What follows belongs to an exercise in optimizing a design on an open flow for a short achievable clock period and few clock cycles; a production flow would make more cautious choices. In this exercise RTL edits were held to simulation tests only and were not proved equivalent to the original.

==> run X <==
// rv_core_top
module rv_core_top #(
    parameter int MEM_ADDR_BITS = 12
) (
    input  wire                          clk,
    input  wire                          rst_i,
    input  wire                          start_i,
    input  wire  rv_core_pkg::pc_t       start_addr_i,
    output logic [MEM_ADDR_BITS-1:0]     mem_addr_o,
    output logic                         mem_we_o,
    output rv_core_pkg::word_t           mem_wdata_o,
    input  wire  rv_core_pkg::word_t     mem_rdata_i,
    input  wire  rv_core_pkg::reg_addr_t dbg_reg_addr_i,
    input  wire                          dbg_reg_we_i,
    input  wire  rv_core_pkg::word_t     dbg_reg_wdata_i,
    output rv_core_pkg::word_t           dbg_reg_rdata_o,
    output rv_core_pkg::pc_t             peek_pc_o,
    output logic                         processor_paused_o
);
export LEC_CHECK = 0
export CAP_MARGIN = 20
export CORE_MARGIN = 2
export CORE_UTILIZATION = 30
export PLACE_DENSITY = 0.38
export SETUP_SLACK_MARGIN = 5
export SLEW_MARGIN = 20
create_clock -name core_clock -period 9.0 [get_ports {clk}]
run.sh (not shown) runs the stock make flow with config.mk's settings and CLKGATE_MAP_FILE= SYNTH_SCRIPT=/design/flow/synth_recipe.tcl, a recipe that flattens the netlist after the stock synthesis.
==> run R: changes against run X <==
--- a/flow/design.v
+++ b/flow/design.v
@@ -106,60 +106,58 @@
 `timescale 1ns/1ps
 `default_nettype none
 module rv_reg_file (
     input  wire                          clk,
     input  wire                          rst_i,
-    input  wire                          paused_i,
     input  wire  rv_core_pkg::reg_addr_t rs1_addr_i,
     input  wire  rv_core_pkg::reg_addr_t rs2_addr_i,
     output rv_core_pkg::word_t           rs1_data_o,
     output rv_core_pkg::word_t           rs2_data_o,
     input  wire  rv_core_pkg::reg_addr_t wa_addr_i,
     input  wire                          wa_we_i,
     input  wire  rv_core_pkg::word_t     wa_data_i,
     input  wire  rv_core_pkg::reg_addr_t dbg_reg_addr_i,
-    input  wire                          dbg_reg_we_i,
-    input  wire  rv_core_pkg::word_t     dbg_reg_wdata_i,
     output rv_core_pkg::word_t           dbg_reg_rdata_o
 );
     rv_core_pkg::word_t     regs [1:31];
     rv_core_pkg::reg_addr_t port_b_addr;
-    rv_core_pkg::reg_addr_t wr_addr;
-    rv_core_pkg::word_t     wr_data;
-    logic                   wr_en;
-    logic                   dbg_wr;
-    assign dbg_wr      = paused_i && dbg_reg_we_i;
-    assign port_b_addr = paused_i ? dbg_reg_addr_i : rs2_addr_i;
-    assign wr_addr     = dbg_wr ? dbg_reg_addr_i  : wa_addr_i;
-    assign wr_data     = dbg_wr ? dbg_reg_wdata_i : wa_data_i;
-    assign wr_en       = dbg_wr || wa_we_i;
+    logic                   clr_q;
+    always_ff @(posedge clk) begin
+        clr_q <= rst_i;
+    end
+    assign port_b_addr = rs2_addr_i;
     assign rs1_data_o = (rs1_addr_i == '0)  ? '0 : regs[rs1_addr_i];
     assign rs2_data_o = (port_b_addr == '0) ? '0 : regs[port_b_addr];
     always_ff @(posedge clk) begin
-        if (rst_i) begin
+        if (clr_q) begin
             for (int i = 1; i < 32; i++) begin
                 regs[i] <= '0;
             end
-        end else if (wr_en && (wr_addr != '0)) begin
-            regs[wr_addr] <= wr_data;
+        end else if (wa_we_i && (wa_addr_i != '0)) begin
+            regs[wa_addr_i] <= wa_data_i;
         end
     end
     always_ff @(posedge clk) begin
-        if (wa_we_i && (wa_addr_i == dbg_reg_addr_i) && (dbg_reg_addr_i != '0)) begin
+        if (clr_q) begin
+            dbg_reg_rdata_o <= '0;
+        end else if (wa_we_i && (wa_addr_i == dbg_reg_addr_i) && (dbg_reg_addr_i != '0)) begin
             dbg_reg_rdata_o <= wa_data_i;
         end else begin
-            dbg_reg_rdata_o <= rs2_data_o;
+            dbg_reg_rdata_o <= (dbg_reg_addr_i == '0) ? '0 : regs[dbg_reg_addr_i];
         end
     end
 endmodule
 `default_nettype wire
 `timescale 1ns/1ps
 `default_nettype none
 module rv_alu (
+    input  wire  rv_core_pkg::word_t add_a_i,
+    input  wire  rv_core_pkg::word_t add_b_i,
+    input  wire                      cin_i,
     input  wire  rv_core_pkg::word_t a_i,
     input  wire  rv_core_pkg::word_t b_i,
-    input  wire                      sub_i,
+    input  wire  [4:0]               shamt_i,
     input  wire                      arith_i,
     input  wire                      sel_add_i,
     input  wire                      sel_slt_i,
     input  wire                      sel_sltu_i,
     input  wire                      sel_sll_i,
@@ -174,18 +172,16 @@
     rv_core_pkg::word_t sll;
     rv_core_pkg::word_t sr;
     logic [32:0]        sr_wide;
     logic               lt_s;
     logic               lt_u;
-    logic [4:0]         shamt;
-    assign shamt = b_i[4:0];
-    assign sum_wide = {a_i, 1'b1} + {b_i ^ {32{sub_i}}, sub_i};
+    assign sum_wide = {add_a_i, 1'b1} + {add_b_i, cin_i};
     assign sum      = sum_wide[32:1];
     assign lt_s  = (a_i[31] ^ b_i[31]) ? a_i[31] : sum[31];
     assign lt_u  = (a_i[31] ^ b_i[31]) ? b_i[31] : sum[31];
-    assign sll   = a_i << shamt;
-    assign sr_wide = $signed({arith_i & a_i[31], a_i}) >>> shamt;
+    assign sll   = a_i << shamt_i;
+    assign sr_wide = $signed({arith_i & a_i[31], a_i}) >>> shamt_i;
     assign sr      = sr_wide[31:0];
     assign result_o = ({32{sel_add_i}} & sum)
                     | ({32{sel_slt_i}} & {31'b0, lt_s})
                     | ({32{sel_sltu_i}} & {31'b0, lt_u})
                     | ({32{sel_sll_i}} & sll)
@@ -216,11 +212,11 @@
     output rv_core_pkg::word_t           dbg_reg_rdata_o,
     output rv_core_pkg::pc_t             peek_pc_o,
     output logic                         processor_paused_o
 );
     localparam int AW    = MEM_ADDR_BITS;
-    localparam int DEPTH = 4;
+    localparam int DEPTH = 6;
     localparam int CW    = 3;         
     localparam int SB    = 8;         
     localparam int SBW   = 3;
     logic          paused_q;
     logic          start;
@@ -243,14 +239,18 @@
     logic          ex_ld_q;      
     logic          ex_st_q;
     rv_core_pkg::reg_addr_t ex_rd_q;
     rv_core_pkg::word_t ex_a_q;
     rv_core_pkg::word_t ex_b_q;
+    rv_core_pkg::word_t add_a_q;      
+    rv_core_pkg::word_t add_b_q;      
+    logic [4:0]         shamt_q;      
     rv_core_pkg::word_t ex_s_q;
     logic          ex_sub_q;
     logic          ex_arith_q;
     logic [7:0]    ex_sel_q;
+    rv_core_pkg::word_t ex_a, ex_b, ex_s, alu_result;
     logic          w_we_q;
     logic          w_bus_q;      
     rv_core_pkg::reg_addr_t w_rd_q;
     rv_core_pkg::word_t w_q;
     assign running = !paused_q;
@@ -301,26 +301,43 @@
     assign pause_d = running && head_valid && is_ebreak && !ex_ld_q && !ex_st_q && !pl_q;
     logic fwd_a, fwd_b, fwd_s;
     assign fwd_a = use_rs1 && ex_we_q && (ex_rd_q == rs1);
     assign fwd_b = !b_is_imm && ex_we_q && (ex_rd_q == rs2);
     assign fwd_s = is_store && ex_we_q && (ex_rd_q == rs2);
+    rv_core_pkg::word_t a_next, b_next;
+    logic               use_add;
+    assign a_next  = fwd_a ? alu_result : (use_rs1 ? rs1_val : '0);
+    assign b_next  = fwd_b ? alu_result : (b_is_imm ? imm : rs2_val);
+    assign use_add = d_sel[0] || d_sel[1] || d_sel[2];
     always_comb begin
         if (w_we_q && w_rd_q == rs1 && !(w_bus_q && rl_q && rl_rd_q == rs1)) rs1_val = w_q;
         else if (rl_q && rl_rd_q == rs1)   rs1_val = mem_rdata_i;
         else                               rs1_val = rf1;
         if (w_we_q && w_rd_q == rs2 && !(w_bus_q && rl_q && rl_rd_q == rs2)) rs2_val = w_q;
         else if (rl_q && rl_rd_q == rs2)   rs2_val = mem_rdata_i;
         else                               rs2_val = rf2;
     end
-    rv_core_pkg::word_t ex_a, ex_b, ex_s, alu_result;
     logic [13:0]        ea;
     logic               mem_op;
     logic               fetch_go;
     assign ex_a   = ex_a_q;
     assign ex_b   = ex_b_q;
     assign ex_s   = ex_s_q;
-    assign ea     = ex_a[13:0] + ex_b[13:0];
+    assign ea     = add_a_q[13:0] + add_b_q[13:0];
+    function automatic logic sum_hits(input logic [13:0] a, input logic [13:0] b,
+                                      input logic [AW-1:0] t);
+        logic [13:2] cin;
+        logic        c2;
+        logic        ok;
+        c2  = (a[1] & b[1]) | ((a[1] | b[1]) & a[0] & b[0]);
+        cin = a[13:2] ^ b[13:2] ^ t;
+        ok  = (cin[2] == c2);
+        for (int j = 2; j < 13; j++) begin
+            ok = ok && (cin[j + 1] == ((a[j] & b[j]) | ((a[j] | b[j]) & cin[j])));
+        end
+        sum_hits = ok;
+    endfunction
     logic [SB-1:0]      sb_v_q;
     logic [AW-1:0]      sb_tag_q [SB];
     rv_core_pkg::word_t sb_data_q [SB];
     logic [SBW-1:0]     sb_ptr_q;
     logic [SB-1:0]      sb_match;
@@ -328,21 +345,24 @@
     rv_core_pkg::word_t sb_rdata;
     logic               ld_hit;
     always_comb begin
         sb_rdata = '0;
         for (int i = 0; i < SB; i++) begin
-            sb_match[i] = sb_v_q[i] && (sb_tag_q[i] == ea[AW+1:2]);
+            sb_match[i] = sb_v_q[i] && sum_hits(add_a_q[13:0], add_b_q[13:0], sb_tag_q[i]);
             sb_rdata    = sb_rdata | ({32{sb_match[i]}} & sb_data_q[i]);
         end
     end
     assign sb_hit = |sb_match;
     assign ld_hit = ex_ld_q && sb_hit;
     assign mem_op = (ex_ld_q && !sb_hit) || ex_st_q;
     rv_alu u_alu (
+        .add_a_i    (add_a_q),
+        .add_b_i    (add_b_q),
+        .cin_i      (ex_sub_q),
         .a_i        (ex_a),
         .b_i        (ex_b),
-        .sub_i      (ex_sub_q),
+        .shamt_i    (shamt_q),
         .arith_i    (ex_arith_q),
         .sel_add_i  (ex_sel_q[0]),
         .sel_slt_i  (ex_sel_q[1]),
         .sel_sltu_i (ex_sel_q[2]),
         .sel_sll_i  (ex_sel_q[3]),
@@ -376,11 +396,11 @@
             rl_q    <= pl_q;
             pl_q    <= ex_ld_q && !sb_hit;
             pwe_q   <= ex_st_q;
             pf_q    <= fetch_go || start;
             if (paused_q) begin
-                w_we_q <= w_we_q && dbg_reg_we_i && (dbg_reg_addr_i != w_rd_q);
+                w_we_q <= dbg_reg_we_i && (dbg_reg_addr_i != '0);
             end else begin
                 w_we_q <= ex_we_q || ld_hit || rl_q;
             end
             w_bus_q <= rl_q;
             if (start) begin
@@ -416,31 +436,40 @@
     always_ff @(posedge clk) begin
         rl_rd_q <= pl_rd_q;
         pl_rd_q <= ex_rd_q;
         pwd_q   <= ex_s;
         if (start) begin
-            pa_q       <= start_addr_i[AW+1:2];
-            fetch_pc_q <= start_addr_i[AW+1:2];
+            pa_q <= start_addr_i[AW+1:2];
         end else if (mem_op) begin
             pa_q <= ea[AW+1:2];
+        end else begin
+            pa_q <= fetch_pc_q + AW'(1);
+        end
+        if (start) begin
+            fetch_pc_q <= start_addr_i[AW+1:2];
         end else if (fetch_go) begin
-            pa_q       <= fetch_pc_q + AW'(1);
             fetch_pc_q <= fetch_pc_q + AW'(1);
         end
-        if (!paused_q) begin
+        if (paused_q) begin
+            w_rd_q <= dbg_reg_addr_i;
+            w_q    <= dbg_reg_wdata_i;
+        end else begin
             w_rd_q <= rl_q ? rl_rd_q : ex_rd_q;
             w_q    <= rl_q ? mem_rdata_i : (ex_ld_q ? sb_rdata : alu_result);
         end
         for (int i = 0; i < SB; i++) begin
             if (ex_st_q && (sb_ptr_q == SBW'(i))) begin
                 sb_tag_q[i]  <= ea[AW+1:2];
                 sb_data_q[i] <= ex_s;
             end
         end
         ex_rd_q <= rd;
-        ex_a_q  <= fwd_a ? alu_result : (use_rs1 ? rs1_val : '0);
-        ex_b_q  <= fwd_b ? alu_result : (b_is_imm ? imm : rs2_val);
+        ex_a_q  <= a_next;
+        ex_b_q  <= b_next;
+        add_a_q <= use_add ? a_next : '0;
+        add_b_q <= use_add ? (b_next ^ {32{d_sub}}) : '0;
+        shamt_q <= (d_sel[3] || d_sel[4]) ? b_next[4:0] : 5'd0;
         ex_s_q  <= fwd_s ? alu_result : rs2_val;
         ex_sub_q   <= d_sub;
         ex_arith_q <= d_arith;
         ex_sel_q   <= d_sel;
         for (int i = 0; i < DEPTH; i++) begin
@@ -456,21 +485,18 @@
         end
     end
     rv_reg_file u_reg_file (
         .clk             (clk),
         .rst_i           (rst_i),
-        .paused_i        (paused_q),
         .rs1_addr_i      (rs1),
         .rs2_addr_i      (rs2),
         .rs1_data_o      (rf1),
         .rs2_data_o      (rf2),
         .wa_addr_i       (w_rd_q),
         .wa_we_i         (w_we_q),
         .wa_data_i       (w_q),
         .dbg_reg_addr_i  (dbg_reg_addr_i),
-        .dbg_reg_we_i    (dbg_reg_we_i),
-        .dbg_reg_wdata_i (dbg_reg_wdata_i),
         .dbg_reg_rdata_o (dbg_reg_rdata_o)
     );
     assign mem_addr_o         = pa_q;
     assign mem_we_o           = pwe_q;
     assign mem_wdata_o        = pwd_q;
==> flow/flow/run.sh (new file) <==
#!/bin/bash
set -euo pipefail
sed -E 's/SETUP_SLACK_MARGIN=[0-9.]+/SETUP_SLACK_MARGIN=5.6/' standard.sh > standard_margin.sh
grep -q 'SETUP_SLACK_MARGIN=5.6' standard_margin.sh
bash standard_margin.sh finish > orfs_make.log 2>&1
==> flow/standard.sh (new file) <==
#!/bin/bash
# synth_recipe.tcl (not shown) runs the flow's synth.tcl, then flattens the netlist and writes it again
# the make line also repeats each setting of config.mk as NAME=value (left out here)
make -C /OpenROAD-flow-scripts/flow DESIGN_CONFIG=/design/flow/config.mk WORK_HOME=/design/flow/orfs CLKGATE_MAP_FILE= SYNTH_SCRIPT=/design/flow/synth_recipe.tcl "${@:-finish}"
removed: flow/run.sh
==> run G: changes against run X <==
--- a/flow/design.v
+++ b/flow/design.v
@@ -115,34 +115,24 @@
     output rv_core_pkg::word_t           rs2_data_o,
     input  wire  rv_core_pkg::reg_addr_t wa_addr_i,
     input  wire                          wa_we_i,
     input  wire  rv_core_pkg::word_t     wa_data_i,
     input  wire  rv_core_pkg::reg_addr_t dbg_reg_addr_i,
-    input  wire                          dbg_reg_we_i,
-    input  wire  rv_core_pkg::word_t     dbg_reg_wdata_i,
     output rv_core_pkg::word_t           dbg_reg_rdata_o
 );
     rv_core_pkg::word_t     regs [1:31];
     rv_core_pkg::reg_addr_t port_b_addr;
-    rv_core_pkg::reg_addr_t wr_addr;
-    rv_core_pkg::word_t     wr_data;
-    logic                   wr_en;
-    logic                   dbg_wr;
-    assign dbg_wr      = paused_i && dbg_reg_we_i;
     assign port_b_addr = paused_i ? dbg_reg_addr_i : rs2_addr_i;
-    assign wr_addr     = dbg_wr ? dbg_reg_addr_i  : wa_addr_i;
-    assign wr_data     = dbg_wr ? dbg_reg_wdata_i : wa_data_i;
-    assign wr_en       = dbg_wr || wa_we_i;
     assign rs1_data_o = (rs1_addr_i == '0)  ? '0 : regs[rs1_addr_i];
     assign rs2_data_o = (port_b_addr == '0) ? '0 : regs[port_b_addr];
     always_ff @(posedge clk) begin
         if (rst_i) begin
             for (int i = 1; i < 32; i++) begin
                 regs[i] <= '0;
             end
-        end else if (wr_en && (wr_addr != '0)) begin
-            regs[wr_addr] <= wr_data;
+        end else if (wa_we_i && (wa_addr_i != '0)) begin
+            regs[wa_addr_i] <= wa_data_i;
         end
     end
     always_ff @(posedge clk) begin
         if (wa_we_i && (wa_addr_i == dbg_reg_addr_i) && (dbg_reg_addr_i != '0)) begin
             dbg_reg_rdata_o <= wa_data_i;
@@ -153,13 +143,16 @@
 endmodule
 `default_nettype wire
 `timescale 1ns/1ps
 `default_nettype none
 module rv_alu (
+    input  wire  rv_core_pkg::word_t add_a_i,
+    input  wire  rv_core_pkg::word_t add_b_i,
+    input  wire                      cin_i,
     input  wire  rv_core_pkg::word_t a_i,
     input  wire  rv_core_pkg::word_t b_i,
-    input  wire                      sub_i,
+    input  wire  [4:0]               shamt_i,
     input  wire                      arith_i,
     input  wire                      sel_add_i,
     input  wire                      sel_slt_i,
     input  wire                      sel_sltu_i,
     input  wire                      sel_sll_i,
@@ -174,18 +167,16 @@
     rv_core_pkg::word_t sll;
     rv_core_pkg::word_t sr;
     logic [32:0]        sr_wide;
     logic               lt_s;
     logic               lt_u;
-    logic [4:0]         shamt;
-    assign shamt = b_i[4:0];
-    assign sum_wide = {a_i, 1'b1} + {b_i ^ {32{sub_i}}, sub_i};
+    assign sum_wide = {add_a_i, 1'b1} + {add_b_i, cin_i};
     assign sum      = sum_wide[32:1];
     assign lt_s  = (a_i[31] ^ b_i[31]) ? a_i[31] : sum[31];
     assign lt_u  = (a_i[31] ^ b_i[31]) ? b_i[31] : sum[31];
-    assign sll   = a_i << shamt;
-    assign sr_wide = $signed({arith_i & a_i[31], a_i}) >>> shamt;
+    assign sll   = a_i << shamt_i;
+    assign sr_wide = $signed({arith_i & a_i[31], a_i}) >>> shamt_i;
     assign sr      = sr_wide[31:0];
     assign result_o = ({32{sel_add_i}} & sum)
                     | ({32{sel_slt_i}} & {31'b0, lt_s})
                     | ({32{sel_sltu_i}} & {31'b0, lt_u})
                     | ({32{sel_sll_i}} & sll)
@@ -216,11 +207,11 @@
     output rv_core_pkg::word_t           dbg_reg_rdata_o,
     output rv_core_pkg::pc_t             peek_pc_o,
     output logic                         processor_paused_o
 );
     localparam int AW    = MEM_ADDR_BITS;
-    localparam int DEPTH = 4;
+    localparam int DEPTH = 6;
     localparam int CW    = 3;         
     localparam int SB    = 8;         
     localparam int SBW   = 3;
     logic          paused_q;
     logic          start;
@@ -243,14 +234,18 @@
     logic          ex_ld_q;      
     logic          ex_st_q;
     rv_core_pkg::reg_addr_t ex_rd_q;
     rv_core_pkg::word_t ex_a_q;
     rv_core_pkg::word_t ex_b_q;
+    rv_core_pkg::word_t add_a_q;      
+    rv_core_pkg::word_t add_b_q;      
+    logic [4:0]         shamt_q;      
     rv_core_pkg::word_t ex_s_q;
     logic          ex_sub_q;
     logic          ex_arith_q;
     logic [7:0]    ex_sel_q;
+    rv_core_pkg::word_t ex_a, ex_b, ex_s, alu_result;
     logic          w_we_q;
     logic          w_bus_q;      
     rv_core_pkg::reg_addr_t w_rd_q;
     rv_core_pkg::word_t w_q;
     assign running = !paused_q;
@@ -265,12 +260,12 @@
     logic [7:0]             d_sel;
     rv_core_pkg::word_t     rf1, rf2;
     rv_core_pkg::word_t     rs1_val, rs2_val;
     logic                   stall;
     logic                   issue;
-    assign head       = q_ir[0];
-    assign head_valid = (count_q != '0);
+    assign head       = (count_q == '0) ? mem_rdata_i : q_ir[0];
+    assign head_valid = (count_q != '0) || rf_q;
     rv_decode u_decode (
         .ir_i        (head),
         .rs1_o       (rs1),
         .rs2_o       (rs2),
         .rd_o        (rd),
@@ -301,26 +296,43 @@
     assign pause_d = running && head_valid && is_ebreak && !ex_ld_q && !ex_st_q && !pl_q;
     logic fwd_a, fwd_b, fwd_s;
     assign fwd_a = use_rs1 && ex_we_q && (ex_rd_q == rs1);
     assign fwd_b = !b_is_imm && ex_we_q && (ex_rd_q == rs2);
     assign fwd_s = is_store && ex_we_q && (ex_rd_q == rs2);
+    rv_core_pkg::word_t a_next, b_next;
+    logic               use_add;
+    assign a_next  = fwd_a ? alu_result : (use_rs1 ? rs1_val : '0);
+    assign b_next  = fwd_b ? alu_result : (b_is_imm ? imm : rs2_val);
+    assign use_add = d_sel[0] || d_sel[1] || d_sel[2];
     always_comb begin
         if (w_we_q && w_rd_q == rs1 && !(w_bus_q && rl_q && rl_rd_q == rs1)) rs1_val = w_q;
         else if (rl_q && rl_rd_q == rs1)   rs1_val = mem_rdata_i;
         else                               rs1_val = rf1;
         if (w_we_q && w_rd_q == rs2 && !(w_bus_q && rl_q && rl_rd_q == rs2)) rs2_val = w_q;
         else if (rl_q && rl_rd_q == rs2)   rs2_val = mem_rdata_i;
         else                               rs2_val = rf2;
     end
-    rv_core_pkg::word_t ex_a, ex_b, ex_s, alu_result;
     logic [13:0]        ea;
     logic               mem_op;
     logic               fetch_go;
     assign ex_a   = ex_a_q;
     assign ex_b   = ex_b_q;
     assign ex_s   = ex_s_q;
-    assign ea     = ex_a[13:0] + ex_b[13:0];
+    assign ea     = add_a_q[13:0] + add_b_q[13:0];
+    function automatic logic sum_hits(input logic [13:0] a, input logic [13:0] b,
+                                      input logic [AW-1:0] t);
+        logic [13:2] cin;
+        logic        c2;
+        logic        ok;
+        c2  = (a[1] & b[1]) | ((a[1] | b[1]) & a[0] & b[0]);
+        cin = a[13:2] ^ b[13:2] ^ t;
+        ok  = (cin[2] == c2);
+        for (int j = 2; j < 13; j++) begin
+            ok = ok && (cin[j + 1] == ((a[j] & b[j]) | ((a[j] | b[j]) & cin[j])));
+        end
+        sum_hits = ok;
+    endfunction
     logic [SB-1:0]      sb_v_q;
     logic [AW-1:0]      sb_tag_q [SB];
     rv_core_pkg::word_t sb_data_q [SB];
     logic [SBW-1:0]     sb_ptr_q;
     logic [SB-1:0]      sb_match;
@@ -328,21 +340,24 @@
     rv_core_pkg::word_t sb_rdata;
     logic               ld_hit;
     always_comb begin
         sb_rdata = '0;
         for (int i = 0; i < SB; i++) begin
-            sb_match[i] = sb_v_q[i] && (sb_tag_q[i] == ea[AW+1:2]);
+            sb_match[i] = sb_v_q[i] && sum_hits(add_a_q[13:0], add_b_q[13:0], sb_tag_q[i]);
             sb_rdata    = sb_rdata | ({32{sb_match[i]}} & sb_data_q[i]);
         end
     end
     assign sb_hit = |sb_match;
     assign ld_hit = ex_ld_q && sb_hit;
     assign mem_op = (ex_ld_q && !sb_hit) || ex_st_q;
     rv_alu u_alu (
+        .add_a_i    (add_a_q),
+        .add_b_i    (add_b_q),
+        .cin_i      (ex_sub_q),
         .a_i        (ex_a),
         .b_i        (ex_b),
-        .sub_i      (ex_sub_q),
+        .shamt_i    (shamt_q),
         .arith_i    (ex_arith_q),
         .sel_add_i  (ex_sel_q[0]),
         .sel_slt_i  (ex_sel_q[1]),
         .sel_sltu_i (ex_sel_q[2]),
         .sel_sll_i  (ex_sel_q[3]),
@@ -376,11 +391,11 @@
             rl_q    <= pl_q;
             pl_q    <= ex_ld_q && !sb_hit;
             pwe_q   <= ex_st_q;
             pf_q    <= fetch_go || start;
             if (paused_q) begin
-                w_we_q <= w_we_q && dbg_reg_we_i && (dbg_reg_addr_i != w_rd_q);
+                w_we_q <= dbg_reg_we_i && (dbg_reg_addr_i != '0);
             end else begin
                 w_we_q <= ex_we_q || ld_hit || rl_q;
             end
             w_bus_q <= rl_q;
             if (start) begin
@@ -416,31 +431,40 @@
     always_ff @(posedge clk) begin
         rl_rd_q <= pl_rd_q;
         pl_rd_q <= ex_rd_q;
         pwd_q   <= ex_s;
         if (start) begin
-            pa_q       <= start_addr_i[AW+1:2];
-            fetch_pc_q <= start_addr_i[AW+1:2];
+            pa_q <= start_addr_i[AW+1:2];
         end else if (mem_op) begin
             pa_q <= ea[AW+1:2];
+        end else begin
+            pa_q <= fetch_pc_q + AW'(1);
+        end
+        if (start) begin
+            fetch_pc_q <= start_addr_i[AW+1:2];
         end else if (fetch_go) begin
-            pa_q       <= fetch_pc_q + AW'(1);
             fetch_pc_q <= fetch_pc_q + AW'(1);
         end
-        if (!paused_q) begin
+        if (paused_q) begin
+            w_rd_q <= dbg_reg_addr_i;
+            w_q    <= dbg_reg_wdata_i;
+        end else begin
             w_rd_q <= rl_q ? rl_rd_q : ex_rd_q;
             w_q    <= rl_q ? mem_rdata_i : (ex_ld_q ? sb_rdata : alu_result);
         end
         for (int i = 0; i < SB; i++) begin
             if (ex_st_q && (sb_ptr_q == SBW'(i))) begin
                 sb_tag_q[i]  <= ea[AW+1:2];
                 sb_data_q[i] <= ex_s;
             end
         end
         ex_rd_q <= rd;
-        ex_a_q  <= fwd_a ? alu_result : (use_rs1 ? rs1_val : '0);
-        ex_b_q  <= fwd_b ? alu_result : (b_is_imm ? imm : rs2_val);
+        ex_a_q  <= a_next;
+        ex_b_q  <= b_next;
+        add_a_q <= use_add ? a_next : '0;
+        add_b_q <= use_add ? (b_next ^ {32{d_sub}}) : '0;
+        shamt_q <= (d_sel[3] || d_sel[4]) ? b_next[4:0] : 5'd0;
         ex_s_q  <= fwd_s ? alu_result : rs2_val;
         ex_sub_q   <= d_sub;
         ex_arith_q <= d_arith;
         ex_sel_q   <= d_sel;
         for (int i = 0; i < DEPTH; i++) begin
@@ -465,12 +489,10 @@
         .rs2_data_o      (rf2),
         .wa_addr_i       (w_rd_q),
         .wa_we_i         (w_we_q),
         .wa_data_i       (w_q),
         .dbg_reg_addr_i  (dbg_reg_addr_i),
-        .dbg_reg_we_i    (dbg_reg_we_i),
-        .dbg_reg_wdata_i (dbg_reg_wdata_i),
         .dbg_reg_rdata_o (dbg_reg_rdata_o)
     );
     assign mem_addr_o         = pa_q;
     assign mem_we_o           = pwe_q;
     assign mem_wdata_o        = pwd_q;
==> impl_metrics.env <==
export IMPL_buf_share=0.137
export IMPL_p_comb_w=0.0102
export IMPL_p_leak_nw=52.7
export IMPL_grt_util_met2=0.520
export IMPL_crit_start="mem_rdata_i[21]"
export IMPL_peakVddDrop_mv=0.189
export IMPL_synth_yosys_seq_area_share=0.512
export IMPL_place_ws_ns=1.24
export IMPL_grt_total_usage=0.340
export IMPL_power_share_switching=0.362
export IMPL_grt_pass1_wl_mm=826
export IMPL_fp_row_count=218
export IMPL_r2r_slack_ns=4.69
export IMPL_power_density_nw_per_um2=215
export IMPL_firstDrtPassIters=8
export IMPL_status="finished clean"
export IMPL_syn_area_um2=106000
export IMPL_pg_clk_w=0.00982
export IMPL_grtUsageMet3=0.0817
# the run above: run G

==> impl_metrics.env <==
export IMPL_status="finished clean"
export IMPL_firstDrtPassIters=6
export IMPL_p_leak_nw=47.2
export IMPL_pg_clk_w=0.0102
export IMPL_grt_util_met2=0.486
export IMPL_buf_share=0.0734
export IMPL_syn_area_um2=109000
export IMPL_place_ws_ns=3.73
export IMPL_grtUsageMet3=0.0420
export IMPL_fp_row_count=220
export IMPL_peakVddDrop_mv=0.171
export IMPL_synth_yosys_seq_area_share=0.502
export IMPL_p_comb_w=0.00395
# the run above: run R

==> impl_metrics.env <==
export IMPL_status="finished clean"
export IMPL_crit_start="ex_b_q[1]"
export IMPL_synth_yosys_seq_area_share=0.551
export IMPL_power_share_switching=0.292
export IMPL_topRoutingLayerUsed="met5"
export IMPL_grt_util_met2=0.476
export IMPL_syn_area_um2=93500
export IMPL_p_leak_nw=42.9
export IMPL_power_density_nw_per_um2=196
export IMPL_place_ws_ns=2.02
export IMPL_grtUsageMet3=0.0418
export IMPL_peakVddDrop_mv=0.165
export IMPL_p_comb_w=0.00409
export IMPL_internal_power_w=0.0163
export IMPL_grt_max_degree=124
export IMPL_port_buffers=174
export IMPL_grt_total_usage=0.281
# the run above: run X

Testbench counts of run X, summed over its fixed seeds: cycles 18,077.
Testbench counts of run R, summed over its fixed seeds: cycles 17,824.
Testbench counts of run G, summed over its fixed seeds: cycles 17,529.

## re-timing with driven ports
Ports are ideal in the flow. The routed layouts listed here were re-timed in OpenROAD.
Step 1 (the two cells are an assumption about what drives the block):
set clk [get_ports {clk}]
set_driving_cell -lib_cell sky130_fd_sc_hd__clkbuf_16 $clk
set_driving_cell -lib_cell sky130_fd_sc_hd__buf_2 [delete_from_list [all_inputs] $clk]
Step 2, shift: input delay + t, output delay - t, t = (earliest + latest rising clock arrival at the registers) / 2. This alone moves slack from input paths to output paths.
a / b / c = no drivers / after step 1 / after step 2; a / b = the first two.
run	t, ns	setup slack, ns	worst slew at a driven data input, ns	pins driven straight from the clock port
run X	1.000	4.555 / 4.555 / 3.794	0.24	1
run R	1.050	5.488 / 5.488 / 4.517	0.19	1
run G	1.069	4.515 / 4.556 / 3.487	0.20	1
After both steps every run listed still meets setup and hold. The setup slack of run G, which loses most, moves by +0.041 ns with the drivers and by -1.028 ns with both steps.
